Context: an optimization exercise on an open-source flow, tuned for small area, a short achievable clock period and few clock cycles. The choices shown serve that exercise and are no tape-out recipe. In this exercise RTL edits were held to simulation tests only and were not proved equivalent to the original. Power figures rest on the tool's default switching activity, not on a simulated workload.

Setup of branch harbor:
## all_pairs_distance_relax_unit
module all_pairs_distance_relax_unit #(
  parameter int MAX_NODES = 16
) (
  input  logic      clk,
  input  logic      rst_n,
  input  logic      in_valid,
  output logic      in_stall,
  input  logic [17:0] in_data,
  output logic      out_valid,
  input  logic      out_stall,
  output logic [14:0] out_data,
  input  logic      cfg_wr_en,
  input  logic [4:0] cfg_wr_data
);
  localparam int N = 16;
  apdr_pkg::in_item_t in_item;
  assign in_item = apdr_pkg::in_item_t'(in_data);
  typedef enum logic [2:0] {
    S_IDLE = 3'd0,
    S_RDW  = 3'd1,
    S_RST  = 3'd2,
    S_RUN  = 3'd3,
    S_FL   = 3'd4,
    S_RSW  = 3'd5
  } state_t;
  state_t          state_r, state_nx;
  logic            idle_r, run_r, run_bnd_r, fl_bnd_r;
  logic [4:0]      node_count_r;
  logic            out_valid_r;
  logic [14:0]     out_data_r;
  logic [3:0]      hd_r;
  logic [N-1:0]    hd_oh_r;
  logic [3:0]      x_r, xp_r, nm1_r;
  logic [4:0]      n_r;
  logic [N-1:0]    zm_r, mask_r, m_r;
  logic            pv_r, chg_r;
  logic [6:0]      pass_r;
  logic [N-1:0][7:0] r_r, n_q, p_r;
  logic [N-1:0]    xp_oh_r, x_oh_r;
  logic [3:0]      nx_r;
  logic            last_x_r, step_r, cap_r;
  logic [1:0][3:0]   b_row;
  logic [1:0][N-1:0] b_wv;
  logic [1:0]        b_rv, b_wany_r;
  logic              mru_r;
  logic              hv_r;
  logic [3:0]        h_row, h_col, q_row, q_col;
  logic [7:0]        h_val;
  assign out_valid = out_valid_r;
  assign out_data  = out_data_r;
  logic [N-1:0][N-1:0][7:0] ring;
  logic [N-1:0][7:0]        tail_in;
  logic [N-1:0][7:0] head_in;
  always_ff @(posedge clk) begin
    ring <= {tail_in, ring[N-1:2], head_in};
  end
  logic [N-1:0][7:0] head, rowy;
  assign head = ring[0];
  assign rowy = ring[0];
  logic [1:0] b_wany, b_fl;
  always_comb begin
    for (int k = 0; k < 2; k++) begin
      b_wany[k] = b_wany_r[k];
      b_fl[k]   = b_wany[k] && (b_row[k] == hd_r);
    end
    for (int j = 0; j < N; j++) begin
      if (b_fl[0] && b_wv[0][j])      tail_in[j] = r_r[j];
      else if (b_fl[1] && b_wv[1][j]) tail_in[j] = n_q[j];
      else                            tail_in[j] = rowy[j];
    end
  end
  logic [7:0]        ry_r;
  logic              step;
  logic [N-1:0]      upd;
  logic [N-1:0][7:0] sz;
  logic [N-1:0]      mask_fin;
  logic [N-1:0]      hd1_oh;
  logic [7:0]        ry_lane, ry_s1, ry_r1, ry_h1;
  ...
export LEC_CHECK = 0
export CAP_MARGIN = 20
export CORE_MARGIN = 2
export CORE_UTILIZATION = 35
export CTS_CLUSTER_DIAMETER = 80
export CTS_CLUSTER_SIZE = 24
export PLACE_DENSITY = 0.5
export SETUP_SLACK_MARGIN = 2.5
export SLEW_MARGIN = 20
create_clock -name core_clock -period 7.0 [get_ports {clk}]
run.sh (not shown) runs the stock make flow with config.mk's settings and CLKGATE_MAP_FILE= SYNTH_SCRIPT=/design/flow/synth_recipe.tcl, a recipe that flattens the netlist after the stock synthesis.
Testbench counts of branch harbor, summed over its fixed seeds: cycles 33,408.
Inputs modified between branch harbor and branch nickel:
diff --git a/flow/design.v b/flow/design.v
--- a/flow/design.v
+++ b/flow/design.v
@@ -115,26 +115,41 @@
     end
     ry_s1   = ry_r + ry_h1;
     ry_lane = ry_u1 ? ry_s1 : ry_r1;
   end
   logic run_bnd;
   assign run_bnd = run_bnd_r;
-  logic [7:0]        ph1;
-  logic              mh1, byp1;
+  logic [7:0]        ph1_r, ph1_n;
+  logic              mh1_r, byp1_r, mh1_n, byp1_n, pv_n;
+  logic [N-1:0]      hd2_oh;
   logic [N-1:0]      h_sel;
   logic [N-1:0][7:0] h_src, h_base;
   always_comb begin
-    ph1 = '0;
-    mh1 = 1'b0;
-    for (int i = 0; i < N; i++) begin
-      if (hd_oh_r[(i + N - 1) % N]) begin
-        ph1 = ph1 | p_r[i];
-        mh1 = mh1 | m_r[i];
+    pv_n = pv_r;
+    if (run_bnd) pv_n = !(last_x && !pass_more && (mask_r == '0));
+    if (fl_bnd_r) pv_n = 1'b0;
+    hd2_oh = {hd_oh_r[N-3:0], hd_oh_r[N-1:N-2]};
+    ph1_n  = '0;
+    mh1_n  = 1'b0;
+    byp1_n = 1'b0;
+    if (run_bnd) begin
+      ph1_n  = upd[1] ? sz[1] : r_r[1];
+      mh1_n  = pv_n && mask_fin[1];
+      byp1_n = pv_n && x_oh_r[1];
+    end else begin
+      for (int i = 0; i < N; i++) begin
+        if (hd2_oh[i]) begin
+          ph1_n = ph1_n | p_r[i];
+          mh1_n = mh1_n | m_r[i];
+        end
       end
+      mh1_n  = pv_n && mh1_n;
+      byp1_n = pv_n && (|(xp_oh_r & hd2_oh));
     end
-    byp1 = |(xp_oh_r & {hd_oh_r[N-2:0], hd_oh_r[N-1]});
+  end
+  always_comb begin
     for (int j = 0; j < N; j++) begin
       h_base[j] = ring[1][j];
       h_sel[j]  = 1'b0;
       h_src[j]  = sz[0];
       if (run_bnd) begin
         if (x_oh_r[0]) begin
@@ -142,15 +157,15 @@
           h_sel[j]  = upd[j];
           h_src[j]  = sz[j];
         end else if (x_oh_r[j]) begin
           if (mask_r[0]) h_base[j] = r_r[0];
           h_sel[j] = upd[0];
         end
-      end else if (pv_r && !fl_bnd_r) begin
-        if (byp1)                   h_base[j] = p_r[j];
-        else if (xp_oh_r[j] && mh1) h_base[j] = ph1;
+      end else begin
+        if (byp1_r)                   h_base[j] = p_r[j];
+        else if (xp_oh_r[j] && mh1_r) h_base[j] = ph1_r;
       end
       head_in[j] = h_sel[j] ? h_src[j] : h_base[j];
     end
   end
   logic [N-1:0]      r_sel;
   logic [N-1:0][7:0] r_src, r_base, r_d;
@@ -271,12 +286,14 @@
     oh = 16'd1 << v;
   endfunction
   always_ff @(posedge clk) begin
     if (!rst_n) begin
       state_r      <= S_IDLE;
       idle_r       <= 1'b1;
+      mh1_r        <= 1'b0;
+      byp1_r       <= 1'b0;
       rsw_r        <= 1'b0;
       in_stall_r   <= 1'b0;
       run_r        <= 1'b0;
       run_bnd_r    <= 1'b0;
       fl_bnd_r     <= 1'b0;
       out_valid_r  <= 1'b0;
@@ -289,12 +306,15 @@
       b_wany_r     <= '0;
       b_rv         <= '0;
     end else begin
       hd_r    <= hd_r + 4'd1;
       hd_oh_r <= {hd_oh_r[N-2:0], hd_oh_r[N-1]};
       state_r   <= state_nx;
+      ph1_r     <= ph1_n;
+      mh1_r     <= mh1_n;
+      byp1_r    <= byp1_n;
       rsw_r     <= (state_nx == S_RSW);
       in_stall_r <= (state_nx != S_IDLE) || (hv_nx && !h_can_nx);
       idle_r    <= (state_nx == S_IDLE);
       run_r     <= (state_nx == S_RUN);
       run_bnd_r <= (state_nx == S_RUN) && hd_oh_r[N-2];
       fl_bnd_r  <= (state_nx == S_FL) && hd_oh_r[N-2];
==> summary.txt <==
- From branch harbor to branch nickel the numbers moved as follows: share of post-route cells with drive strength above 1 rose 0.65 points; leakage power rose 2.4%; post-route fraction of the period consumed by the critical path fell 0.85 points; slew at the pin with the worst max-slew slack fell 36 ps; setup violation total in the final timing report about even.
- Vias: branch nickel more than branch harbor
- Any difference in floorplan die area between branch harbor and branch nickel is small enough to ignore.
- branch harbor and branch nickel ended up with nearly the same source-to-sink clock delay at the later pin of the worst-skew pair.
- ~same sequential power in branch harbor and branch nickel
- branch nickel vs branch harbor: final area up in branch nickel
Testbench counts of branch nickel, summed over its fixed seeds: cycles 33,408.

-- static timing again, ports no longer ideal --
In the flow no input, the clock included, has a driving cell. The finished layouts below were timed again as built, in two steps. Step 1 sets driving cells, clkbuf_16 on the clock port and buf_2 on the other inputs (assumed; they add their load-dependent delay and slew). Step 2 also shifts input and output timing later by t, the mid clock arrival at the registers, as if the neighbouring blocks saw the same clock. Three values: ideal ports, drivers, drivers and shift; two values: the first two.
| run | shift t [ns] | setup slack, ns | hold slack, ns | worst setup path at the end | worst data-port slew with drivers (ns) |
|---|---|---|---|---|---|
| branch harbor | 1.037 | 2.284 / 2.284 / 1.466 | 0.297 / 0.297 / 0.297 | input to register | 0.04 |
| branch nickel | 1.024 | 2.343 / 2.343 / 1.762 | 0.302 / 0.302 / 0.302 | input to register | 0.08 |
After both steps every run listed still meets setup and hold. For branch harbor, which loses most, drivers alone change the setup slack by 0.000 ns; drivers and shift together by -0.818 ns.
